Background: an optimization exercise with open tools, aiming at small area, a short achievable clock period and few clock cycles per item. Do not read the settings as production practice.
Function was checked by simulation only, so behaviour that the tests miss may differ from the original.
No activity file was given, so power comes from the tool's default toggle rates.

### design/flow/flow/run.sh
#!/bin/bash
# Own layout flow: the standard layout (standard.sh: standard synthesis,
# floorplan, place, CTS, route, finish) with two changes:
#  - the buffers ORFS puts on every input and output port are
#    sky130_fd_sc_hd__buf_1 cells instead of the default choice
#    (clkdlybuf4s50_1, a slow and large delay buffer);
#  - ORFS's setup repair after CTS works on every
#    path with less than SETUP_SLACK_MARGIN ns of slack, so it also speeds up
#    the paths from the inputs, which set the period this design achieves.
#    The clock period and all constraints stay the design's.
# Full make output goes to flow_standard.log in the work folder.
set -euo pipefail
cd "$(dirname "${BASH_SOURCE[0]}")/.."
export BUFFER_PORTS_ARGS="-buffer_cell sky130_fd_sc_hd__buf_1"
export SETUP_SLACK_MARGIN=86.6
export SKIP_INCREMENTAL_REPAIR=1
status=0
bash standard.sh > flow_standard.log 2>&1 || status=$?
tail -n 20 flow_standard.log
exit $status
### design/flow/standard.sh
#!/bin/bash
# synth_recipe.tcl (not shown) runs the flow's synth.tcl, then flattens the netlist and writes it again
# the make line also repeats each setting of config.mk as NAME=value (left out here)
make -C /OpenROAD-flow-scripts/flow DESIGN_CONFIG=/design/flow/config.mk WORK_HOME=/design/flow/orfs CLKGATE_MAP_FILE= SYNTH_SCRIPT=/design/flow/synth_recipe.tcl "${@:-finish}"
### design/flow/config.mk
export PLATFORM = sky130hd
export DESIGN_NAME = ex_mdu
export DESIGN_NICKNAME = ex_mdu
export VERILOG_FILES = /design/flow/design.v
export SDC_FILE = /design/flow/constraint.sdc
export NUM_CORES = 4
export LEC_CHECK = 0
export CAP_MARGIN = 20
export CORE_MARGIN = 2
export CORE_UTILIZATION = 40
export SLEW_MARGIN = 20
### design/flow/constraint.sdc
create_clock -name core_clock -period 110.0 [get_ports {clk}]
set_input_delay 22.0000 -clock core_clock [delete_from_list [all_inputs] [get_ports {clk}]]
set_output_delay 22.0000 -clock core_clock [all_outputs]
set_load 0.01 [all_outputs]
### design/flow/design.v
`default_nettype none
module ex_mdu (
   input  logic        clk,
   input  logic        reset,
   input  logic        start,
   input  logic [2:0]  md_op,
   input  logic [31:0] rs,
   input  logic [31:0] rt,
   output logic        busy,
   output logic [31:0] hi,
   output logic [31:0] lo
);
   localparam int KM = 8;              
   localparam int W  = 32 + KM;        
   localparam logic [2:0] OP_MULT  = 3'd1;
   localparam logic [2:0] OP_MULTU = 3'd2;
   localparam logic [2:0] OP_DIV   = 3'd3;
   localparam logic [2:0] OP_DIVU  = 3'd4;
   localparam logic [2:0] OP_MTHI  = 3'd5;
   localparam logic [2:0] OP_MTLO  = 3'd6;
   logic        busy_q;
   logic [31:0] hi_q, lo_q;
   logic [31:0] b_q;                   
   logic [5:0]  rem_q;                 
   logic        mul_q, sgn_q, aneg_q, dneg_q, first_q;
   logic        qn;                    
   logic [31:0] dm, am;                
   logic [4:0]  ma, mdv;               
   logic [5:0]  sh;
   logic [4:0]  se;
   logic [31:0] bsh;
   always_comb begin
      qn  = aneg_q ^ dneg_q;
      dm  = b_q ^ {32{dneg_q}};
      am  = hi_q ^ {32{aneg_q}};
      ma  = 5'd0;
      mdv = 5'd0;
      for (int i = 0; i < 32; i++) begin
         if (am[i]) ma  = 5'(i);
         if (dm[i]) mdv = 5'(i);
      end
      sh  = {1'b0, ma} - {1'b0, mdv} + {5'd0, aneg_q};
      se  = (first_q & ~mul_q) ? sh[4:0] : 5'd0;
      bsh = b_q << se;
   end
   logic          mlast;
   logic          mneg;
   logic [KM-1:0] dg;
   logic [32:0]   bx, bm, nx;
   logic [W-1:0]  cs_s, cs_c, row, s_n, c_n;
   logic [W-1:0]  msum;
   logic          mc;
   logic [31:0]   dt;
   logic          dq;
   always_comb begin
      mlast = (rem_q == 6'(KM));
      mneg  = mul_q & mlast & sgn_q & lo_q[KM-1];
      dg    = mul_q ? lo_q[KM-1:0] : KM'(1);
      bx    = {mul_q ? (sgn_q & b_q[31]) : ~aneg_q,
               bsh ^ {32{~mul_q & (aneg_q ^ ~dneg_q)}}};
      bm    = {sgn_q & b_q[31], b_q};
      cs_s  = (mul_q & first_q) ? W'(33'h1_0000_0000)
                                : W'({~((mul_q ? sgn_q : aneg_q) & hi_q[31]), hi_q});
      cs_c  = W'({~(dg[1] & bm[32]), dg[1] ? bm[31:0] : 32'd0}) << 1;
      for (int i = 2; i <= KM; i++) begin
         if (i == KM) begin
            row = W'({~(dg[0] & bx[32]), dg[0] ? bx[31:0] : 32'd0});
         end else if (i == KM - 1) begin
            nx  = mneg ? ~bm : bm;
            row = (W'({~(dg[i] & nx[32]), dg[i] ? nx[31:0] : 32'd0}) << i)
                | W'({(KM-1){mneg}});
         end else begin
            row = W'({~(dg[i] & bm[32]), dg[i] ? bm[31:0] : 32'd0}) << i;
         end
         s_n  = cs_s ^ cs_c ^ row;
         c_n  = ((cs_s & cs_c) | ((cs_s ^ cs_c) & row)) << 1;
         cs_s = s_n;
         cs_c = c_n;
      end
      mc = mneg | (~mul_q & ~qn);
      for (int i = 0; i < W; i++) begin
         msum[i] = cs_s[i] ^ cs_c[i] ^ mc;
         mc      = (cs_s[i] & cs_c[i]) | ((cs_s[i] ^ cs_c[i]) & mc);
      end
      dt = msum[31:0];
      dq = aneg_q ? (msum[32] | (msum[32:0] == 33'd0)) : ~msum[32];
   end
   logic        dlast;
   assign dlast = first_q ? (sh[5] | (sh[4:0] == 5'd0)) : (rem_q == 6'd0);
   logic [30:0] qb, qbi;
   logic        qx, qi, qc;
   logic [31:0] lo_dv;
   always_comb begin
      qb = first_q ? {31{qn}} : lo_q[30:0];
      qx = (dq & ~(first_q & sh[5])) ^ qn;
      qi = dlast & qn;
      qc = 1'b1;
      for (int i = 0; i < 31; i++) begin
         qbi[i] = qb[i] ^ qc;
         qc     = qb[i] & qc;
      end
      lo_dv = {(qx & qi) ? qbi : qb, qx ^ qi};
   end
   logic        op_mul, op_div, op_dsg, zero;
   assign op_mul = (md_op == OP_MULT) | (md_op == OP_MULTU);
   assign op_div = (md_op == OP_DIV) | (md_op == OP_DIVU);
   assign op_dsg = (md_op == OP_DIV);
   assign zero   = (rt == 32'd0);
   always_ff @(posedge clk) begin
      if (!busy_q) begin
         mul_q   <= ~op_div;
         sgn_q   <= (md_op == OP_MULT);
         aneg_q  <= op_dsg & rs[31];
         dneg_q  <= op_dsg & rt[31];
         first_q <= 1'b1;
         rem_q   <= 6'd32;
         b_q     <= rt;
      end
      if (reset) begin
         busy_q <= 1'b0;
         hi_q   <= 32'd0;
         lo_q   <= 32'd0;
      end else if (!busy_q) begin
         if (start) begin
            if (op_mul | (op_div & ~zero)) busy_q <= 1'b1;
            if (op_mul) lo_q <= rs;
            if (op_div & ~zero) hi_q <= rs;
            if (md_op == OP_MTHI) hi_q <= rs;
            if (md_op == OP_MTLO) lo_q <= rs;
         end
      end else if (mul_q) begin
         first_q <= 1'b0;
         hi_q  <= msum[W-1:KM];
         lo_q  <= {msum[KM-1:0], lo_q[31:KM]};
         rem_q <= rem_q - 6'(KM);
         if (mlast) busy_q <= 1'b0;
      end else begin
         first_q <= 1'b0;
         if (dq & ~(first_q & sh[5])) hi_q <= dt[31:0];
         lo_q  <= lo_dv;
         b_q   <= {dneg_q, bsh[31:1]};
         rem_q <= first_q ? {1'b0, sh[4:0]} - 6'd1 : rem_q - 6'd1;
         if (dlast) busy_q <= 1'b0;
      end
   end
   assign busy = busy_q;
   assign hi   = hi_q;
   assign lo   = lo_q;
endmodule
`default_nettype wire
==> metrics.md, run 1 <==
| Metric | Value |
|---|---|
| H-tree Lvls | 3 |
| Core box area | 0.0452 mm² |
| Hold-fix buffers, CTS | 0 |
| Largest net degree at the start of global routing | 92 |
| Number of synthesized flops with an enable pin | 7 |
| Setup WS pre-CTS | 85.25 ns |
| DR vias/cell | 5.93 |
| Hold Path Depth | 2 |
| Post-cts sizing count | 22 |
| Worst vdd ir | 0.0135 mV |
| Share of cells above drive strength 1 | 4.71% |
| CTS max path bufs | 2 |
| Synthesized area per cell | 8.83 µm² |
| Post-DP HPWL | 47.8 mm |
| # fillers | 4570 |
| Drt wl/cell | 23.5 µm |
| Root buffer cell | clkbuf_16 |
| Total Routing Usage GR | 26.9% |
| Syn_nets | 2461 |
| Gate Count Post-Synth | 2066 |
| Flops & latches, synth | 108 |
| Top Family by Delay on Critical Path | compound AO/OA/AOI/OAI gates |
| Critical path type | input pin to flop |
| Yosys top cell area share | 28.9% |
| Max capacitance violation total | 0 |
| Hold crit path type | flop to flop |
| Slowest CP cell | and3b_1 |
| HP Start | lo_q[31] |
| Final #Nets | 2450 |
| Seq/Total Area, Yosys | 12.2% |
| Fin Setup TNS | 0 ns |
| R2R setup slack | 86.61 ns |
| Sink Count | 108 |
| Reg-to-reg endpoint | hi_q[31] |
| Post-synth design cell area | 0.0182 mm² |
| Die Span Y | 218 µm |
| Crit Reg-Reg Startpoint | b_q[9] |
| Port bufs | 134 |
| Postcts setup bufs | 1 |
| Starting density of the core | 40.4% |
| Synth warn | 1 |
| Worst Reg2Reg Path Length in Cells | 71 |
| Worst slew margin | 33.9% |
| Antenna violations before repair | 0 |
| Final Hold Viols | 0 |
| CTS tree | built |
| Flip-flop and latch area | 0.00224 mm² |
| CP Buf/Inv Count | 2 |
| Synth area leader | fa_1 |
| PD cells | 23.5 mW/mm² |
| Top_reg_cell synth | dfxtp_1 |
| CTS clk-pin slew, worst paths | 0.10 ns |
| CP endpoint kind | flop |
| Worst EP required | 110.28 ns |
| First-pass GRT wire length | 96.8 mm |
| Grt total ovfl | 0 |
| Critical path arrival | 23.85 ns |
| Slew @ Worst Pin | 0.992 ns |
| CTS Buf Count | 9 |
| Yosys cell types | 61 |
| Most frequent cells in the layout | fa_1 (263), mux2i_1 (238), and3_1 (199) |
| Final ANT Viol Nets | 0 |
| Die Wd | 218 µm |
| Die area | 0.0473 mm² |
| Area growth from synthesis to layout | 6.47% |
| Count of pins over their slew limit | 0 |
| Residual DRC | 0 |
| Status | complete, no violations |
| Startpoint types | input pin |
| Worst Hold Path EP | lo_q[31] |
| Initial DRC count | 1327 |
| Leakage | 0.00937 µW |
| Area contributors post-synth | fa_1 (29%), mux2i_1 (13%), dfxtp_1 (11%) |
| CP max FO | 36 |
| Critical path cell sequence | buf_1 -> and3b_1 -> a21oi_4 -> o21bai_4 -> o21ai_0 -> nand2_1 -> o21ai_4 -> buf_12 -> mux2i_1 -> nor2_1 |
| Drt first pass iters | 6 |
| Routed wire length | 62.6 mm |
| Setup WS post-layout | 86.42 ns |
| Routed vias | 15800 |
| Final core utilization | 43.0% |
| Final setup viols | 0 |
| Most common cell after layout, fill and taps aside | fa_1 |
| Slowest stage delay, CP | 0.31 ns |
| Row count | 78 |
| Vias in the first global route | 15600 |
| Multi-input gate area | 0.0150 mm² |
| Peak Freq | 42.4 MHz |
| Asr flop ratio synth | 0% |
| Io pins | 135 |
| Period minus WS final | 23.58 ns |
| Placer Congestion | 0.914 |
| Final Skew | 0.0166 ns |
| N_diodes | 0 |
| Clk latency of the worst-skew pair | 0.41 ns |
| Fin crit share | 21.4% |
stage by stage:
| step | total power [µW] | hold WS (ns) | instances | instance area, µm² |
|---|---|---|---|---|
| after CTS | 454 | 0.539 | 2660 | 19400 |
| after global routing | 487 | 0.572 | 2660 | 19400 |
| after detailed placement | 413 | 0.525 | 2643 | 19000 |
| after global placement | 410 | 0.523 | 2643 | 19000 |
| final | 457 | 0.536 | 2660 | 19400 |
| after floorplan | 291 | 0.518 | 2066 | 18200 |
synth_stat cells, types with 15 or more instances:
cell type / n
nor2_1: 192
xnor2_1: 23
nor3_1: 18
nor2b_1: 35
o21ai_0: 92
nand2_1: 117
a211oi_1: 60
xor2_1: 41
nand3_1: 44
nor4_1: 16
ha_1: 62
buf_2: 15
and3_1: 199
and2_1: 35
dfxtp_1: 101
buf_1: 17
a21oi_1: 98
o21a_1: 31
clkbuf_1: 149
inv_1: 67
fa_1: 263
or3_1: 23
mux2i_1: 238
sequential cells by signal, summed over array words and instances (netlist names):
register  count
aneg_q        1
b_q          32
busy_q        1
dneg_q        1
first_q       1
hi_q         32
lo_q         32
mul_q         1
rem_q         6
sgn_q         1
worst max path at each step:
stage                   from        to  slack (ns)  cells past startpoint
floorplan           md_op[2]  hi_q[10]       86.59                     10
global route          b_q[9]  hi_q[31]       85.52                     71
detailed placement    rt[30]  hi_q[28]       85.25                     10
CTS                   rt[27]  hi_q[28]       86.46                     10
finish              md_op[1]  hi_q[28]       86.42                     10
global placement      rt[30]  hi_q[24]       85.17                     10
worst register-to-register path: cells and delay by family (launching register included):
family	cells	cell delay, ns
compound gates	10	1.92
xor+xnor	5	1.01
fa+ha+maj	42	17.37
buf+inv	5	0.63
flops	1	0.74
mux	1	0.09
simple gates	8	1.55
kinds of logic after synthesis:
group,count (synthesis),share of synthesized area (%)
fa+ha+maj,325,33.1
compound gates,340,11.4
simple gates,717,20.2
mux,251,14.2
buf+inv,261,5.82
flops,108,12.2
xor+xnor,64,3.07
cell type report:
| type | instances | share of cell area [%] |
|---|---|---|
| multi-input combinational | 1697 | 77.4 |
| inverter | 68 | 1.31 |
| tap | 600 | 3.87 |
| clock inverter | 7 | 0.457 |
| clock buffer | 9 | 1.16 |
| sequential | 108 | 11.6 |
| timing repair buffer | 171 | 4.22 |
metal layers:
layer,vias to the layer above,global-route usage [%],routed length [µm]
li1,7118,-,-
met1,8014,36.4,27100
met2,532,42.9,29100
met3,109,4.17,3920
met4,0,11.1,2480
met5,-,0,0
report_power, final:
part	total [µW]	leakage (µW)	internal [µW]	switching (µW)
combinational	359	0.00830	141	218
clock	37.4	0.000153	16.6	20.8
sequential	61.1	0.000918	45.3	15.8
Testbench counts, summed over its fixed seeds: cycles 63,217, ops 12,000.
==> run 2: changes to the inputs <==
--- a/design/flow/flow/run.sh
+++ b/design/flow/flow/run.sh
@@ -12,7 +12,7 @@
 set -euo pipefail
 cd "$(dirname "${BASH_SOURCE[0]}")/.."
 export BUFFER_PORTS_ARGS="-buffer_cell sky130_fd_sc_hd__buf_1"
-export SETUP_SLACK_MARGIN=86.6
+export SETUP_SLACK_MARGIN=86.9
 export SKIP_INCREMENTAL_REPAIR=1
 status=0
 bash standard.sh > flow_standard.log 2>&1 || status=$?
--- a/design/flow/config.mk
+++ b/design/flow/config.mk
@@ -5,6 +5,7 @@
 export SDC_FILE = /design/flow/constraint.sdc
 export NUM_CORES = 4
 export LEC_CHECK = 0
+export ABC_AREA = 1
 export CAP_MARGIN = 20
 export CORE_MARGIN = 2
 export CORE_UTILIZATION = 40
==> run 2 against run 1 <==
Effect of this change:
- critical path depth is 1 lower
- count of clock-buffer cells in the layout is 2 higher
- utilization is 1.4 points higher
- combinational power is 1% higher
- worst setup slack better by 0.067 ns
- largest cell class unchanged
==> metrics.md, run 2 <==
| Metric | Value |
|---|---|
| Count of pins over their slew limit | 0 (unchanged) |
| Routed vias | 16500 (was 15800) |
| CP endpoint kind | flop (unchanged) |
| Area growth from synthesis to layout | 9.44% (was 6.47%) |
| Critical path type | input pin to flop (unchanged) |
| Worst vdd ir | 0.0122 mV (was 0.0135 mV) |
| Grt total ovfl | 0 (unchanged) |
| Status | complete, no violations (unchanged) |
| Clk latency of the worst-skew pair | 0.40 ns (was 0.41 ns) |
| Top cells by count, synth | nand2_1 (468), nor2_1 (304), o21ai_0 (294), inv_1 (267), fa_1 (263) (was fa_1 (263), mux2i_1 (238), and3_1 (199), nor2_1 (192), clkbuf_1 (149)) |
| Slew @ Worst Pin | 1.28 ns (was 0.992 ns) |
| Final Hold Viols | 0 (unchanged) |
| Critical path arrival | 23.83 ns (was 23.85 ns) |
| Hold crit path type | flop to flop (unchanged) |
| Slowest CP cell | nor4_4 (was and3b_1) |
| Final Skew | 0.0180 ns (was 0.0166 ns) |
| CTS Buf Count | 9 (unchanged) |
| Final setup viols | 0 (unchanged) |
| Synth area leader | fa_1 (unchanged) |
| Drt wl/cell | 22.0 µm (was 23.5 µm) |
| Die Wd | 210 µm (was 218 µm) |
| HP Start | lo_q[12] (was lo_q[31]) |
| Share of cells above drive strength 1 | 5.19% (was 4.71%) |
| Row count | 75 (was 78) |
| Gate Count Post-Synth | 2325 (was 2066) |
| Slowest stage delay, CP | 0.41 ns (was 0.31 ns) |
| Initial DRC count | 1486 (was 1327) |
| Postcts setup bufs | 16 (was 1) |
| Final ANT Viol Nets | 0 (unchanged) |
| Synthesized area per cell | 7.32 µm² (was 8.83 µm²) |
| Hold Path Depth | 2 (unchanged) |
| Worst slew margin | 14.3% (was 33.9%) |
| Worst Reg2Reg Path Length in Cells | 95 (was 71) |
| Asr flop ratio synth | 0% (unchanged) |
| Most common cell after layout, fill and taps aside | nand2_1 (was fa_1) |
| Antenna violations before repair | 0 (unchanged) |
| Crit Reg-Reg Startpoint | dneg_q (was b_q[9]) |
| Worst EP required | 110.32 ns (was 110.28 ns) |
| CTS tree | built (unchanged) |
| CP max FO | 15 (was 36) |
| Hold-fix buffers, CTS | 0 (unchanged) |
| CTS clk-pin slew, worst paths | 0.08 ns (was 0.10 ns) |
| Top-count cell post-synth | nand2_1 (was fa_1) |
| Largest regs | b_q (32), hi_q (32), lo_q (32) (unchanged) |
| Area contributors post-synth | fa_1 (31%), dfxtp_1 (12%), nand2_1 (10%) (was fa_1 (29%), mux2i_1 (13%), dfxtp_1 (11%)) |
| Max capacitance violation total | 0 (unchanged) |
| Die Span Y | 210 µm (was 218 µm) |
| Total Routing Usage GR | 29.6% (was 26.9%) |
| Leakage | 0.00883 µW (was 0.00937 µW) |
| Critical path cell sequence | buf_1 -> nor4_4 -> nand4_1 -> o21bai_4 -> a31oi_4 -> buf_12 -> nand2_4 -> o21ai_1 -> a21oi_1 (was buf_1 -> and3b_1 -> a21oi_4 -> o21bai_4 -> o21ai_0 -> nand2_1 -> o21ai_4 -> buf_12 -> mux2i_1 -> nor2_1) |
| CTS max path bufs | 2 (unchanged) |
| Vias in the first global route | 16300 (was 15600) |
| Worst Hold Path EP | lo_q[12] (was lo_q[31]) |
| Starting density of the core | 40.6% (was 40.4%) |
| Top_reg_cell synth | dfxtp_1 (unchanged) |
| Reg-to-reg endpoint | hi_q[31] (unchanged) |
| Routed wire length | 64.3 mm (was 62.6 mm) |
| Sink Count | 108 (unchanged) |
| Drt first pass iters | 5 (was 6) |
| H-tree Lvls | 3 (unchanged) |
| Fin crit share | 21.4% (about the same) |
| Port bufs | 134 (unchanged) |
| Post-cts sizing count | 55 (was 22) |
| Placer Congestion | 1.01 (was 0.914) |
| Post-synth design cell area | 0.0170 mm² (was 0.0182 mm²) |
| Startpoint types | input pin (unchanged) |
| Syn_nets | 2720 (was 2461) |
| Final #Nets | 2778 (was 2450) |
| First-pass GRT wire length | 97.9 mm (was 96.8 mm) |
| Synth warn | 1 (unchanged) |
| Most frequent cells in the layout | nand2_1 (467), nor2_1 (301), fa_1 (263) (was fa_1 (263), mux2i_1 (238), and3_1 (199)) |
| Period minus WS final | 23.51 ns (was 23.58 ns) |
| Die area | 0.0442 mm² (was 0.0473 mm²) |
| Root buffer cell | clkbuf_16 (unchanged) |
| Largest net degree at the start of global routing | 88 (was 92) |
| DR vias/cell | 5.64 (was 5.93) |
| PD cells | 24.2 mW/mm² (was 23.5 mW/mm²) |
| Final core utilization | 44.4% (was 43.0%) |
| Flops & latches, synth | 108 (unchanged) |
| Yosys cell types | 47 (was 61) |
| Post-DP HPWL | 50.7 mm (was 47.8 mm) |
| R2R setup slack | 86.64 ns (was 86.61 ns) |
| Residual DRC | 0 (unchanged) |
| Seq/Total Area, Yosys | 13.1% (was 12.2%) |
| Yosys top cell area share | 30.9% (was 28.9%) |
| Fin Setup TNS | 0 ns (unchanged) |
| Core box area | 0.0419 mm² (was 0.0452 mm²) |
| Io pins | 135 (unchanged) |
| Peak Freq | 42.5 MHz (was 42.4 MHz) |
| Number of synthesized flops with an enable pin | 7 (unchanged) |
run 2: cell types whose count changed after synthesis, sizes merged, moves of 117 or more:
cell / previous run / this run
and3: 199 / 1
inv: 68 / 278
mux2i: 238 / 1
o21ai: 93 / 311
nand2: 119 / 468
nor2: 192 / 309
run 2: logic make-up after synthesis:
family	synth area share, %
fa+ha+maj	35.5
simple gates	19.5
buf+inv	9.81
mux	0.125
compound gates	18.3
xor+xnor	3.70
flops	13.1
run 2: final cells by class:
type | count | area (µm²)
fill | 4311 | 23300
multi-input combinational | 1791 | 13300
sequential | 108 | 2240
inverter | 290 | 1110
timing repair buffer | 182 | 985
tap | 539 | 674
clock buffer | 11 | 253
clock inverter | 4 | 32.5
timing repair inverter | 1 | 7.51
antenna | 1 | 2.50
run 2: how the worst max path moves through the flow:
stage | start | to | slack, ns | cells past startpoint
4_1_cts | rt[31] | hi_q[20] | 86.48 | 10
5_1_grt | dneg_q | hi_q[31] | 85.52 | 96
3_5_place_dp | rt[3] | hi_q[25] | 84.61 | 9
2_1_floorplan | md_op[1] | hi_q[0] | 86.85 | 9
3_3_place_gp | rt[3] | hi_q[25] | 84.65 | 9
6_report | rt[3] | hi_q[23] | 86.49 | 9
run 2: per-stage QoR:
step	hold WS (ns)	setup slack, ns	cell area [µm²]	total power [µW]	cells
2_1_floorplan	0.473	86.85	17100	271	2325
3_3_place_gp	0.488	84.65	17900	394	2890
3_5_place_dp	0.490	84.61	17900	395	2890
4_1_cts	0.509	86.48	18600	443	2926
5_1_grt	0.529	85.52	18600	486	2926
6_report	0.509	86.49	18600	451	2927
run 2: power breakdown:
part	switching [µW]	internal, µW
Sequential	8.04	45.3
Clock	18.2	16.7
Combinational	245	117
Total	272	179
run 2: routing by layer:
metal	wire length [µm]	part of all wire, %	GRT usage [%]
met2	29500	46	47.3
met5	0	0	0
met4	2500	3.9	11.1
met1	27100	42	40.0
met3	5230	8.1	5.41
run 2: critical path: cells and delay by family:
kind	cells	cell delay [ns]
buf+inv	2	0.32
compound gates	4	0.69
simple gates	3	0.81
==> run 3: changes to the inputs <==
--- a/design/flow/flow/run.sh
+++ b/design/flow/flow/run.sh
@@ -12,7 +12,7 @@
 set -euo pipefail
 cd "$(dirname "${BASH_SOURCE[0]}")/.."
 export BUFFER_PORTS_ARGS="-buffer_cell sky130_fd_sc_hd__buf_1"
-export SETUP_SLACK_MARGIN=86.9
+export SETUP_SLACK_MARGIN=86.6
 export SKIP_INCREMENTAL_REPAIR=1
 status=0
 bash standard.sh > flow_standard.log 2>&1 || status=$?
--- a/design/flow/config.mk
+++ b/design/flow/config.mk
@@ -8,5 +8,5 @@
 export ABC_AREA = 1
 export CAP_MARGIN = 20
 export CORE_MARGIN = 2
-export CORE_UTILIZATION = 40
+export CORE_UTILIZATION = 55
 export SLEW_MARGIN = 20
==> run 3 against run 2 <==
Effect of this change:
- hold slack hardly changed
- via count hardly changed
- total power is 2.7% lower
- largest cell class unchanged
- largest power group unchanged
==> metrics.md, run 3 <==
| Metric | Value |
|---|---|
| Period minus WS final | 23.57 ns (was 23.51 ns) |
| Drt first pass iters | 5 (unchanged) |
| Die Wd | 180 µm (was 210 µm) |
| Antenna violations before repair | 0 (unchanged) |
| Leakage | 0.00884 µW (was 0.00883 µW) |
| Sink Count | 108 (unchanged) |
| Count of pins over their slew limit | 0 (unchanged) |
| Share of cells above drive strength 1 | 4.23% (was 5.19%) |
| Grt total ovfl | 0 (unchanged) |
| Sw Pwr | 261 µW (was 272 µW) |
| Total Power | 439 µW (was 451 µW) |
| Fin crit share | 21.4% (about the same) |
| Sequential share of power | 11.9% (was 11.8%) |
| Hold crit path type | flop to flop (unchanged) |
| Slew @ Worst Pin | 0.830 ns (was 1.28 ns) |
| Worst EP required | 110.32 ns (about the same) |
| Area contributors post-synth | fa_1 (31%), dfxtp_1 (12%), nand2_1 (10%) (unchanged) |
| Final ANT Viol Nets | 0 (unchanged) |
| Top cells by count, synth | nand2_1 (468), nor2_1 (304), o21ai_0 (294), inv_1 (267), fa_1 (263) (unchanged) |
| CP endpoint kind | flop (unchanged) |
| Flops & latches, synth | 108 (unchanged) |
| Top-count cell post-synth | nand2_1 (unchanged) |
| Worst Reg2Reg Path Length in Cells | 96 (was 95) |
| CTS max path bufs | 2 (unchanged) |
| Seq/Total Area, Yosys | 13.1% (unchanged) |
| Final Skew | 0.0165 ns (was 0.0180 ns) |
| Critical path arrival | 23.89 ns (was 23.83 ns) |
| PD cells | 23.9 mW/mm² (was 24.2 mW/mm²) |
| Core box area | 0.0305 mm² (was 0.0419 mm²) |
| Fin Setup TNS | 0 ns (unchanged) |
| Post-cts sizing count | 28 (was 55) |
| Root buffer cell | clkbuf_16 (unchanged) |
| Area post-placement | 0.0177 mm² (was 0.0179 mm²) |
| H-tree Lvls | 3 (unchanged) |
| Peak Freq | 42.4 MHz (was 42.5 MHz) |
| Largest regs | b_q (32), hi_q (32), lo_q (32) (unchanged) |
| Hold-fix buffers, CTS | 0 (unchanged) |
| Starting density of the core | 55.8% (was 40.6%) |
| Residual DRC | 0 (unchanged) |
| Reg-to-reg endpoint | lo_q[7] (was hi_q[31]) |
| Yosys top cell area share | 30.9% (unchanged) |
| Asr flop ratio synth | 0% (unchanged) |
| Largest net degree at the start of global routing | 60 (was 88) |
| CTS clk-pin slew, worst paths | 0.08 ns (about the same) |
| Placer Congestion | 0.958 (was 1.01) |
| Post-synth design cell area | 0.0170 mm² (unchanged) |
| CTS Buf Count | 9 (unchanged) |
| CTS tree | built (unchanged) |
| Synth area leader | fa_1 (unchanged) |
| DR vias/cell | 5.93 (was 5.64) |
| Die Span Y | 180 µm (was 210 µm) |
| R2R setup slack | 86.59 ns (was 86.64 ns) |
| Top_reg_cell synth | dfxtp_1 (unchanged) |
| Critical path type | input pin to flop (unchanged) |
| Design area | 0.0183 mm² (was 0.0186 mm²) |
| Routed vias | 16500 (about the same) |
| Final #Nets | 2775 (was 2778) |
| Synthesized area per cell | 7.32 µm² (unchanged) |
| Crit Reg-Reg Startpoint | dneg_q (unchanged) |
| Initial DRC count | 1458 (was 1486) |
| Port bufs | 134 (unchanged) |
| Final Hold Viols | 0 (unchanged) |
| Total Routing Usage GR | 37.0% (was 29.6%) |
| Yosys cell types | 47 (unchanged) |
| Most common cell after layout, fill and taps aside | nand2_1 (unchanged) |
| Row count | 64 (was 75) |
| Postcts setup bufs | 7 (was 16) |
| Area growth from synthesis to layout | 7.70% (was 9.44%) |
| Startpoint types | input pin (unchanged) |
| Synth warn | 1 (unchanged) |
| Routed wire length | 58.8 mm (was 64.3 mm) |
| Syn_nets | 2720 (unchanged) |
| Max capacitance violation total | 0 (unchanged) |
| Clk latency of the worst-skew pair | 0.40 ns (about the same) |
| N_diodes | 0 (was 1) |
| Most frequent cells in the layout | nand2_1 (467), nor2_1 (302), o21ai_0 (292) (was nand2_1 (467), nor2_1 (301), fa_1 (263)) |
| Die area | 0.0324 mm² (was 0.0442 mm²) |
| Io pins | 135 (unchanged) |
| Worst Hold Path EP | lo_q[5] (was lo_q[12]) |
| Number of synthesized flops with an enable pin | 7 (unchanged) |
| Comb power frac | 79.3% (was 80.4%) |
| Worst slew margin | 44.6% (was 14.3%) |
| Final setup viols | 0 (unchanged) |
| Switching Fraction | 59.5% (was 60.2%) |
| Vias in the first global route | 16200 (was 16300) |
| HP Start | lo_q[5] (was lo_q[12]) |
| Status | complete, no violations (unchanged) |
| Post-DP HPWL | 46.4 mm (was 50.7 mm) |
| Internal power | 177 µW (was 179 µW) |
| Drt wl/cell | 21.2 µm (was 22.0 µm) |
| Gate Count Post-Synth | 2325 (unchanged) |
| First-pass GRT wire length | 92.8 mm (was 97.9 mm) |
| Hold Path Depth | 2 (unchanged) |
| CP max FO | 15 (unchanged) |
| Worst vdd ir | 0.0141 mV (was 0.0122 mV) |
| Clock network fraction of design power | 8.8% (was 7.7%) |
==> run 3: cell counts after synthesis <==
Identical to the previous run, type by type.
==> run 3: worst max-delay path by stage <==
| stage | from | end | slack (ns) | cells after the start |
|---|---|---|---|---|
| after detailed placement | rt[11] | hi_q[31] | 85.64 | 10 |
| after global routing | dneg_q | hi_q[31] | 85.26 | 95 |
| after global placement | rt[15] | hi_q[31] | 85.73 | 10 |
| after floorplan | rt[3] | hi_q[0] | 86.73 | 7 |
| final | rt[0] | hi_q[30] | 86.43 | 9 |
| after CTS | rt[0] | hi_q[30] | 86.48 | 9 |
==> run 3: metal layers <==
layer	routed length, µm	GRT usage [%]	up-vias
met2	27400	59.8	732
met4	2790	16.4	0
met3	4270	5.35	145
met5	0	0	-
li1	-	-	7579
met1	24400	49.8	8049
==> run 3: worst max-delay path, cell delays in order <==
cell and delay, ns:
buf_1 0.08, nor4_1 0.27, nand4_1 0.31, o21bai_2 0.33, a31oi_1 0.15, nand2_2 0.20
bufbuf_16 0.32, o21ai_0 0.09, a21oi_1 0.13
==> run 3: logic make-up (layout without fill, tap and decap cells) <==
group                    after synthesis  in the layout  synth area share, %
AND/OR/NAND/NOR                      844            844                 19.5
AO/OA/AOI/OAI                        546            546                 18.3
buffers and inverters                429            489                 9.81
adder cells (fa/ha/maj)              325            325                 35.5
flip-flops                           108            108                 13.1
XOR/XNOR                              71             71                 3.70
multiplexers                           2              2                0.125
==> run 3: power by group through the flow <==
stage	registers, µW	clock network, µW	logic [µW]
global placement	52.7	0	331
finish	52.1	38.7	348
global route	52.7	40.1	383
CTS	51.9	38.9	341
floorplan	52.0	0	218
detailed placement	52.7	0	333
==> run 3: area by class of cell <==
class	instances	area, µm²
repair buffers	182	983
clock inverters	6	83.8
repair inverters	1	7.51
flip-flops and latches	108	2230
fillers	2939	12200
inverters	290	1100
multi-input cells	1788	13200
clock buffers	10	250
well taps	396	495
==> run 3: metrics by stage <==
stage / hold slack (ns) / setup slack [ns] / util (%) / cells
CTS: 0.510 / 86.48 / 60.1 / 2781
detailed placement: 0.491 / 85.64 / 58.1 / 2754
finish: 0.509 / 86.43 / 60.1 / 2781
global route: 0.532 / 85.26 / 60.1 / 2781
global placement: 0.489 / 85.73 / 58.1 / 2754
floorplan: 0.473 / 86.73 / - / 2325
==> run 4: changes to the inputs <==
--- a/design/flow/config.mk
+++ b/design/flow/config.mk
@@ -8,5 +8,5 @@
 export ABC_AREA = 1
 export CAP_MARGIN = 20
 export CORE_MARGIN = 2
-export CORE_UTILIZATION = 55
+export CORE_UTILIZATION = 40
 export SLEW_MARGIN = 20
==> run 4 against run 3 <==
Effect of this change:
- critical path depth increased by 1
- global-route usage decreased by 8.2 points
- hold slack got worse by 0.0032 ns
- sequential power increased by 3%
- utilization decreased by 16 points
- count of clock-buffer cells in the layout unchanged
- largest power group unchanged
- highest routed layer unchanged
- die area increased by 37%
- total power increased by 2.4%
- clock skew increased by 0.0037 ns
- wire length increased by 6.7%
- fmax increased by 0.14%
==> metrics.md, run 4 <==
| Metric | Value |
|---|---|
| Status | complete, no violations (unchanged) |
| Synth Area in Compound Gates | 18.3% (unchanged) |
| Crit Reg-Reg Startpoint | dneg_q (unchanged) |
| Syn_nets | 2720 (unchanged) |
| Largest regs | b_q (32), hi_q (32), lo_q (32) (unchanged) |
| Core box area | 0.0419 mm² (was 0.0305 mm²) |
| Slew @ Worst Pin | 0.985 ns (was 0.830 ns) |
| Met3 GRT Util | 5.26% (was 5.35%) |
| Design area | 0.0185 mm² (was 0.0183 mm²) |
| Share of cells above drive strength 1 | 4.33% (was 4.23%) |
| Synth Area in Simple Gates | 19.5% (unchanged) |
| Total Routing Usage GR | 28.9% (was 37.0%) |
| Worst vdd ir | 0.0104 mV (was 0.0141 mV) |
| CP max FO | 15 (unchanged) |
| Post-DP HPWL | 49.9 mm (was 46.4 mm) |
| Die Span Y | 210 µm (was 180 µm) |
| Drt wl/cell | 21.5 µm (was 21.2 µm) |
| Final setup viols | 0 (unchanged) |
| Area post-placement | 0.0179 mm² (was 0.0177 mm²) |
| CTS clk-pin slew, worst paths | 0.08 ns (about the same) |
| Post-Layout Cell Count | 2920 (was 2781) |
| Residual DRC | 0 (unchanged) |
| HP Start | lo_q[12] (was lo_q[5]) |
| Initial DRC count | 1667 (was 1458) |
| Hold-fix buffers, CTS | 0 (unchanged) |
| Final Hold Viols | 0 (unchanged) |
| Seq/Total Area, Yosys | 13.1% (unchanged) |
| Drt first pass iters | 6 (was 5) |
| First-pass GRT wire length | 96.4 mm (was 92.8 mm) |
| Area growth from synthesis to layout | 8.71% (was 7.70%) |
| Period minus WS final | 23.54 ns (was 23.57 ns) |
| Port bufs | 134 (unchanged) |
| Top_reg_cell synth | dfxtp_1 (unchanged) |
| Worst slew margin | 34.2% (was 44.6%) |
| Asr flop ratio synth | 0% (unchanged) |
| Largest family of logic cells by synthesized area | adder cells (unchanged) |
| Count of pins over their slew limit | 0 (unchanged) |
| Vias in the first global route | 16300 (was 16200) |
| # fillers | 4328 (was 2939) |
| Routed wire length | 62.8 mm (was 58.8 mm) |
| Placer Congestion | 0.985 (was 0.958) |
| Starting density of the core | 40.6% (was 55.8%) |
| Most frequent cells in the layout | nand2_1 (467), nor2_1 (302), o21ai_0 (289) (was nand2_1 (467), nor2_1 (302), o21ai_0 (292)) |
| Grt total ovfl | 0 (unchanged) |
| Sink Count | 108 (unchanged) |
| Worst Reg2Reg Path Length in Cells | 96 (unchanged) |
| R2R setup slack | 86.56 ns (was 86.59 ns) |
| Worst EP required | 110.33 ns (was 110.32 ns) |
| Top cells by count, synth | nand2_1 (468), nor2_1 (304), o21ai_0 (294), inv_1 (267), fa_1 (263) (unchanged) |
| Fin crit share | 21.4% (about the same) |
| Die Wd | 210 µm (was 180 µm) |
| Leakage | 0.00880 µW (was 0.00884 µW) |
| Max capacitance violation total | 0 (unchanged) |
| PD cells | 24.3 mW/mm² (was 23.9 mW/mm²) |
| Postcts setup bufs | 8 (was 7) |
| Synthesized area per cell | 7.32 µm² (unchanged) |
| Largest net degree at the start of global routing | 67 (was 60) |
| GR Util met2 | 46.3% (was 59.8%) |
| Reg-to-reg endpoint | lo_q[28] (was lo_q[7]) |
| Root buffer cell | clkbuf_16 (unchanged) |
| Global routing usage on met1 | 38.7% (was 49.8%) |
| Post-synth design cell area | 0.0170 mm² (unchanged) |
| Cell total after placement | 2891 (was 2754) |
| Synth warn | 1 (unchanged) |
| Adder-cell share of the synthesized area | 35.5% (unchanged) |
| Area contributors post-synth | fa_1 (31%), dfxtp_1 (12%), nand2_1 (10%) (unchanged) |
| Most common cell after layout, fill and taps aside | nand2_1 (unchanged) |
| Routed vias | 16400 (was 16500) |
| Top-count cell post-synth | nand2_1 (unchanged) |
| Number of synthesized flops with an enable pin | 7 (unchanged) |
| Final #Nets | 2771 (was 2775) |
| Multi-input gate area | 0.0132 mm² (about the same) |
| Hold crit path type | flop to flop (unchanged) |
| Final ANT Viol Nets | 0 (unchanged) |
| Antenna violations before repair | 0 (unchanged) |
| Post-cts sizing count | 46 (was 28) |
| Peak Freq | 42.5 MHz (was 42.4 MHz) |
| Busiest metal layer after global routing | met2 (unchanged) |
| Flip-flop and latch area | 0.00223 mm² (unchanged) |
| Io pins | 135 (unchanged) |
| CP endpoint kind | flop (unchanged) |
| H-tree Lvls | 3 (unchanged) |
| Worst Hold Path EP | lo_q[12] (was lo_q[5]) |
| Clk latency of the worst-skew pair | 0.40 ns (about the same) |
| CTS max path bufs | 2 (unchanged) |
| Multiplexer area fraction after synthesis | 0.125% (unchanged) |
| Startpoint types | input pin (unchanged) |
| Hold Path Depth | 2 (unchanged) |
| Final Skew | 0.0202 ns (was 0.0165 ns) |
| CTS tree | built (unchanged) |
| Yosys top cell area share | 30.9% (unchanged) |
| Synth area leader | fa_1 (unchanged) |
| Synth Area in XOR/XNOR | 3.70% (unchanged) |
| Critical path type | input pin to flop (unchanged) |
| CTS Buf Count | 9 (unchanged) |
| DR vias/cell | 5.61 (was 5.93) |
| Row count | 75 (was 64) |
| Fin Setup TNS | 0 ns (unchanged) |
| Flops & latches, synth | 108 (unchanged) |
| N_diodes | 0 (unchanged) |
| Critical path arrival | 23.87 ns (was 23.89 ns) |
| Die area | 0.0442 mm² (was 0.0324 mm²) |
| Gate Count Post-Synth | 2325 (unchanged) |
| Yosys cell types | 47 (unchanged) |
## run 4: per-stage QoR
step	hold slack (ns)	utilization [%]	power, µW	setup slack (ns)
6_report	0.505	44.1	449	86.46
3_5_place_dp	0.486	42.6	394	85.39
2_1_floorplan	0.473	-	270	86.73
4_1_cts	0.507	44.1	441	86.53
3_3_place_gp	0.491	42.6	395	85.42
5_1_grt	0.530	44.1	484	85.47
## run 4: power breakdown
part           leakage (µW)  total, µW  switching [µW]  internal [µW]
combinational       0.00773        360             243            116
clock              0.000149       35.8            17.8           18.0
sequential         0.000919       53.5            8.23           45.3
total               0.00880        449             269            180
## run 4: worst max-delay path by stage
stage,slack [ns],end,start,cells past startpoint
floorplan,86.73,hi_q[0],rt[3],7
global placement,85.42,hi_q[31],rt[23],10
detailed placement,85.39,hi_q[31],rt[23],10
CTS,86.53,hi_q[15],rt[26],9
global route,85.47,lo_q[28],dneg_q,97
finish,86.46,hi_q[10],rt[26],10
## run 4: critical path: stages
cell      delay [ns]
buf_4           0.13
nor4_4          0.38
nand4_1         0.19
o21bai_1        0.29
a31oi_1         0.15
nand2_2         0.19
buf_4           0.17
buf_16          0.14
o21ai_0         0.08
a21oi_1         0.15
## run 4: layout make-up
class / count / share of cell area (%)
sequential: 108 / 12.1
inverter: 290 / 5.96
multi-input combinational: 1789 / 71.5
tap: 539 / 3.65
timing repair buffer: 177 / 5.17
timing repair inverter: 1 / 0.0406
clock inverter: 6 / 0.379
clock buffer: 10 / 1.24
## run 4: kinds of logic after synthesis
kind of cell             count (synthesis)
AO/OA/AOI/OAI                          546
XOR/XNOR                                71
adder cells (fa/ha/maj)                325
buffers and inverters                  429
flip-flops                             108
multiplexers                             2
AND/OR/NAND/NOR                        844
## run 4: per-layer routing
metal | share of wire (%) | vias to the layer above
met5 | 0 | -
met4 | 4.2 | 0
met3 | 9.0 | 111
met2 | 46 | 748
met1 | 41 | 7953
li1 | - | 7567
==> run 5: changes to the inputs <==
--- a/design/flow/design.v
+++ b/design/flow/design.v
@@ -59,8 +59,7 @@
       bx    = {mul_q ? (sgn_q & b_q[31]) : ~aneg_q,
                bsh ^ {32{~mul_q & (aneg_q ^ ~dneg_q)}}};
       bm    = {sgn_q & b_q[31], b_q};
-      cs_s  = (mul_q & first_q) ? W'(33'h1_0000_0000)
-                                : W'({~((mul_q ? sgn_q : aneg_q) & hi_q[31]), hi_q});
+      cs_s  = W'({~((mul_q ? sgn_q : aneg_q) & hi_q[31]), hi_q});
       cs_c  = W'({~(dg[1] & bm[32]), dg[1] ? bm[31:0] : 32'd0}) << 1;
       for (int i = 2; i <= KM; i++) begin
          if (i == KM) begin
@@ -123,13 +122,15 @@
       end else if (!busy_q) begin
          if (start) begin
             if (op_mul | (op_div & ~zero)) busy_q <= 1'b1;
-            if (op_mul) lo_q <= rs;
+            if (op_mul) begin
+               lo_q <= rs;
+               hi_q <= 32'd0;
+            end
             if (op_div & ~zero) hi_q <= rs;
             if (md_op == OP_MTHI) hi_q <= rs;
             if (md_op == OP_MTLO) lo_q <= rs;
          end
       end else if (mul_q) begin
-         first_q <= 1'b0;
          hi_q  <= msum[W-1:KM];
          lo_q  <= {msum[KM-1:0], lo_q[31:KM]};
          rem_q <= rem_q - 6'(KM);
==> design/flow/flow/run.sh (replaced) <==
#!/bin/bash
# Own layout flow: the standard layout (standard.sh: standard synthesis,
# floorplan, place, CTS, route, finish) with one change: the buffers ORFS puts
# on every input and output port are sky130_fd_sc_hd__buf_1 cells instead of
# the default choice (clkdlybuf4s50_1, a slow and large delay buffer).
# Full make output goes to flow_standard.log in the work folder.
set -euo pipefail
cd "$(dirname "${BASH_SOURCE[0]}")/.."
export BUFFER_PORTS_ARGS="-buffer_cell sky130_fd_sc_hd__buf_1"
status=0
bash standard.sh > flow_standard.log 2>&1 || status=$?
tail -n 20 flow_standard.log
exit $status
--- a/design/flow/config.mk
+++ b/design/flow/config.mk
@@ -5,7 +5,6 @@
 export SDC_FILE = /design/flow/constraint.sdc
 export NUM_CORES = 4
 export LEC_CHECK = 0
-export ABC_AREA = 1
 export CAP_MARGIN = 20
 export CORE_MARGIN = 2
 export CORE_UTILIZATION = 40
==> run 5 against run 4 <==
Effect of this change:
- non-clock buffer count decreased by 10
- cell area grew 4.5%
- utilization is 1.4 points lower
- hold slack improved by 0.071 ns
- count of clock-buffer cells in the layout down 1
- critical path depth shrank 1
- total power grew 47%
- sequential power grew 38%
==> metrics.md, run 5 <==
| Metric | Value |
|---|---|
| Slowest stage delay, CP | 0.88 ns (was 0.38 ns) |
| Critical Path Source | rt[15] (was rt[26]) |
| Placer Congestion | 0.944 (was 0.985) |
| Drt wl/cell | 24.0 µm (was 21.5 µm) |
| Multi-input gate area | 0.0150 mm² (was 0.0132 mm²) |
| Final Skew | 0.0176 ns (was 0.0202 ns) |
| Starting density of the core | 40.4% (was 40.6%) |
| H-tree Lvls | 3 (unchanged) |
| Top-count cell post-synth | fa_1 (was nand2_1) |
| Final setup viols | 0 (unchanged) |
| Startpoint types | input pin (unchanged) |
| Most common cell after layout, fill and taps aside | fa_1 (was nand2_1) |
| Fin crit share | 22.3% (was 21.4%) |
| Flops & latches, synth | 108 (unchanged) |
| Hold-fix buffers, CTS | 0 (unchanged) |
| Count of pins over their slew limit | 0 (unchanged) |
| CP endpoint kind | flop (unchanged) |
| Worst slew margin | 24.5% (was 34.2%) |
| Die area | 0.0474 mm² (was 0.0442 mm²) |
| Most frequent cells in the layout | fa_1 (263), and3_1 (207), a21oi_1 (149) (was nand2_1 (467), nor2_1 (302), o21ai_0 (289)) |
| Top cells by count, synth | fa_1 (263), and3_1 (207), clkbuf_1 (164), a21oi_1 (150), mux2i_1 (144) (was nand2_1 (468), nor2_1 (304), o21ai_0 (294), inv_1 (267), fa_1 (263)) |
| Antenna violations before repair | 1 (was 0) |
| CTS tree | built (unchanged) |
| Synth warn | 1 (unchanged) |
| Area growth from synthesis to layout | 5.70% (was 8.71%) |
| Post-synth design cell area | 0.0183 mm² (was 0.0170 mm²) |
| Synth area leader | fa_1 (unchanged) |
| Grt total ovfl | 0 (unchanged) |
| Period minus WS final | 24.49 ns (was 23.54 ns) |
| Worst EP required | 110.32 ns (was 110.33 ns) |
| Io pins | 135 (unchanged) |
| PD cells | 34.2 mW/mm² (was 24.3 mW/mm²) |
| Sw Pwr | 380 µW (was 269 µW) |
| Residual DRC | 0 (unchanged) |
| Critical path cell sequence | buf_1 -> nor4_1 -> nand4_1 -> o22ai_1 -> a21oi_2 -> buf_4 -> nor2_4 -> a221oi_1 -> a211oi_1 (was buf_4 -> nor4_4 -> nand4_1 -> o21bai_1 -> a31oi_1 -> nand2_2 -> buf_4 -> buf_16 -> o21ai_0 -> a21oi_1) |
| Asr flop ratio synth | 0% (unchanged) |
| Top_reg_cell synth | dfxtp_1 (unchanged) |
| HP Start | lo_q[31] (was lo_q[12]) |
| Largest net degree at the start of global routing | 96 (was 67) |
| Slowest CP cell | nor2_4 (was nor4_4) |
| Clock network fraction of design power | 5.5% (was 8.0%) |
| CP max FO | 38 (was 15) |
| Seq/Total Area, Yosys | 12.2% (was 13.1%) |
| Final ANT Viol Nets | 0 (unchanged) |
| Flip-flop and latch area | 0.00224 mm² (was 0.00223 mm²) |
| N_diodes | 0 (unchanged) |
| Drt first pass iters | 7 (was 6) |
| Share of cells above drive strength 1 | 5.74% (was 4.33%) |
| Die Wd | 218 µm (was 210 µm) |
| Yosys cell types | 69 (was 47) |
| Critical path type | input pin to flop (unchanged) |
| Routed wire length | 64.1 mm (was 62.8 mm) |
| Cell count along the critical path | 9 (was 10) |
| Critical path arrival | 24.81 ns (was 23.87 ns) |
| Max capacitance violation total | 0 (unchanged) |
| Final core utilization | 42.7% (was 44.1%) |
| Status | complete, no violations (unchanged) |
| DR vias/cell | 6.13 (was 5.61) |
| Largest regs | b_q (32), hi_q (32), lo_q (32) (unchanged) |
| Final #Nets | 2462 (was 2771) |
| Hold crit path type | flop to flop (unchanged) |
| Postcts setup bufs | 0 (was 8) |
| Yosys top cell area share | 28.8% (was 30.9%) |
| Row count | 78 (was 75) |
| Final Hold Viols | 0 (unchanged) |
| Root buffer cell | clkbuf_16 (unchanged) |
| Sink Count | 108 (unchanged) |
| Sequential share of power | 11.1% (was 11.9%) |
| Routed vias | 16400 (about the same) |
| CTS clk-pin slew, worst paths | 0.10 ns (was 0.08 ns) |
| Comb power frac | 83.4% (was 80.1%) |
| Post-cts sizing count | 0 (was 46) |
| Vias in the first global route | 16200 (was 16300) |
| Area contributors post-synth | fa_1 (29%), dfxtp_1 (11%), mux2i_1 (7.9%) (was fa_1 (31%), dfxtp_1 (12%), nand2_1 (10%)) |
| Synthesized area per cell | 8.73 µm² (was 7.32 µm²) |
| Initial DRC count | 1482 (was 1667) |
| CTS Buf Count | 9 (unchanged) |
| RSZ-0062 raised after global routing | false |
| Post-DP HPWL | 48.6 mm (was 49.9 mm) |
| Slew @ Worst Pin | 1.13 ns (was 0.985 ns) |
| Worst vdd ir | 0.0247 mV (was 0.0104 mV) |
| Hold Path Depth | 2 (unchanged) |
| CP Buf/Inv Count | 2 (was 3) |
| Switching Fraction | 57.4% (was 60.0%) |
| Crit Reg-Reg Startpoint | dneg_q (unchanged) |
| Fin Setup TNS | 0 ns (unchanged) |
| Core box area | 0.0453 mm² (was 0.0419 mm²) |
| Worst Reg2Reg Path Length in Cells | 62 (was 96) |
| CTS max path bufs | 2 (unchanged) |
| # fillers | 4521 (was 4328) |
| Total Routing Usage GR | 27.2% (was 28.9%) |
| Top Family by Delay on Critical Path | simple AND/OR/NAND/NOR gates (unchanged) |
| Gate Count Post-Synth | 2095 (was 2325) |
| First-pass GRT wire length | 98.2 mm (was 96.4 mm) |
| Port bufs | 134 (unchanged) |
| Syn_nets | 2490 (was 2720) |
| Die Span Y | 218 µm (was 210 µm) |
| Number of synthesized flops with an enable pin | 7 (unchanged) |
| Leakage | 0.00898 µW (was 0.00880 µW) |
| Internal power | 282 µW (was 180 µW) |
| Peak Freq | 40.8 MHz (was 42.5 MHz) |
| Clk latency of the worst-skew pair | 0.42 ns (was 0.40 ns) |
==> run 5: changes by cell type after synthesis, moves of 23 or more <==
cell / delta
a211oi_1: -23
a21oi_1: +48
and3_1: +206
clkbuf_1: +59
inv_1: -193
mux2_2: +29
mux2i_1: +143
nand2_1: -359
nor2_1: -180
nor2b_1: +59
nor3_1: +72
o21a_1: +35
o21ai_0: -185
o221ai_1: -27
==> run 5: per-stage QoR <==
stage                     power, µW  instance area [µm²]  hold WS (ns)  setup slack (ns)  cells
after floorplan                 424                18300         0.516             86.34   2095
after global placement          603                19000         0.541             85.23   2655
after detailed placement        608                19000         0.552             85.15   2655
after CTS                       650                19300         0.572             85.59   2671
after global routing            707                19300         0.604             85.29   2672
final                           662                19300         0.576             85.51   2672
==> run 5: cells by family after synthesis <==
group | share of synthesized area (%)
simple gates | 19.9
compound gates | 16.5
fa+ha+maj | 33.0
buf+inv | 6.06
mux | 9.81
flops | 12.2
xor+xnor | 2.49
==> run 5: path summary, 6_finish.rpt <==
| path | to | slack [ns] |
|---|---|---|
| hold reg to reg | lo_q[31] | 0.58 |
| setup / recovery | hi_q[9] | 85.51 |
| hold / removal | lo_q[31] | 0.58 |
| setup reg to reg | lo_q[25] | 86.21 |
==> run 5: layer usage <==
layer	GRT usage (%)	vias up	wire, µm	part of all wire (%)
li1	-	7358	-	-
met2	42.9	710	29100	45
met5	0	-	14	0.022
met1	36.5	8189	27000	42
met4	10.7	2	2610	4.1
met3	5.52	133	5350	8.4
==> run 5: cell type report <==
type                    instances  share of cell area (%)
inverters                      75                    1.46
clock buffers                   9                    1.17
multi-input cells            1706                    77.5
repair buffers                167                    3.99
clock inverters                 7                   0.434
flip-flops and latches        108                    11.6
well taps                     600                    3.88
==> run 5: power by group through the flow <==
| stage | clock network (µW) | logic (µW) | registers (µW) |
|---|---|---|---|
| after global routing | 38.4 | 593 | 75.0 |
| after CTS | 37.3 | 540 | 73.1 |
| after global placement | 0 | 529 | 73.7 |
| after detailed placement | 0 | 534 | 74.0 |
| after floorplan | 0 | 366 | 58.7 |
| final | 36.4 | 552 | 73.7 |
==> run 5: tightest hold or removal path, cell delays in order (launching register included) <==
cell      delay (ns)
dfxtp_1         0.36
nor2_1          0.12
a211oi_1        0.05
Testbench counts of run 5, summed over its fixed seeds: cycles 63,217, ops 12,000.

[what the ideal ports hide]
No port has a modelled driver above. Below, the same layouts with a new extraction and two added sets of constraints.
Step 1 sets driving cells, clkbuf_16 on the clock port and buf_2 on the other inputs (assumed; they add their load-dependent delay and slew).
Step 2 also shifts input and output timing later by t, the mid clock arrival at the registers, as if the neighbouring blocks saw the same clock.
a / b / c = ideal ports / drivers / drivers and shift; a / b = the first two.
run | shift t [ns] | setup slack, ns | latest minus earliest clock arrival (ns)
run 1 | 0.459 | 86.423 / 86.452 / 85.993 | 0.016 / 0.017
run 2 | 0.451 | 86.490 / 86.528 / 86.077 | 0.018 / 0.018
run 3 | 0.442 | 86.430 / 86.457 / 86.015 | 0.017 / 0.016
run 4 | 0.447 | 86.463 / 86.494 / 86.047 | 0.020 / 0.020
run 5 | 0.462 | 85.511 / 85.545 / 85.083 | 0.017 / 0.018
After both steps setup and hold are still met in every run listed. For run 1, which loses most, drivers alone change the setup slack by +0.029 ns; drivers and shift together by -0.430 ns.
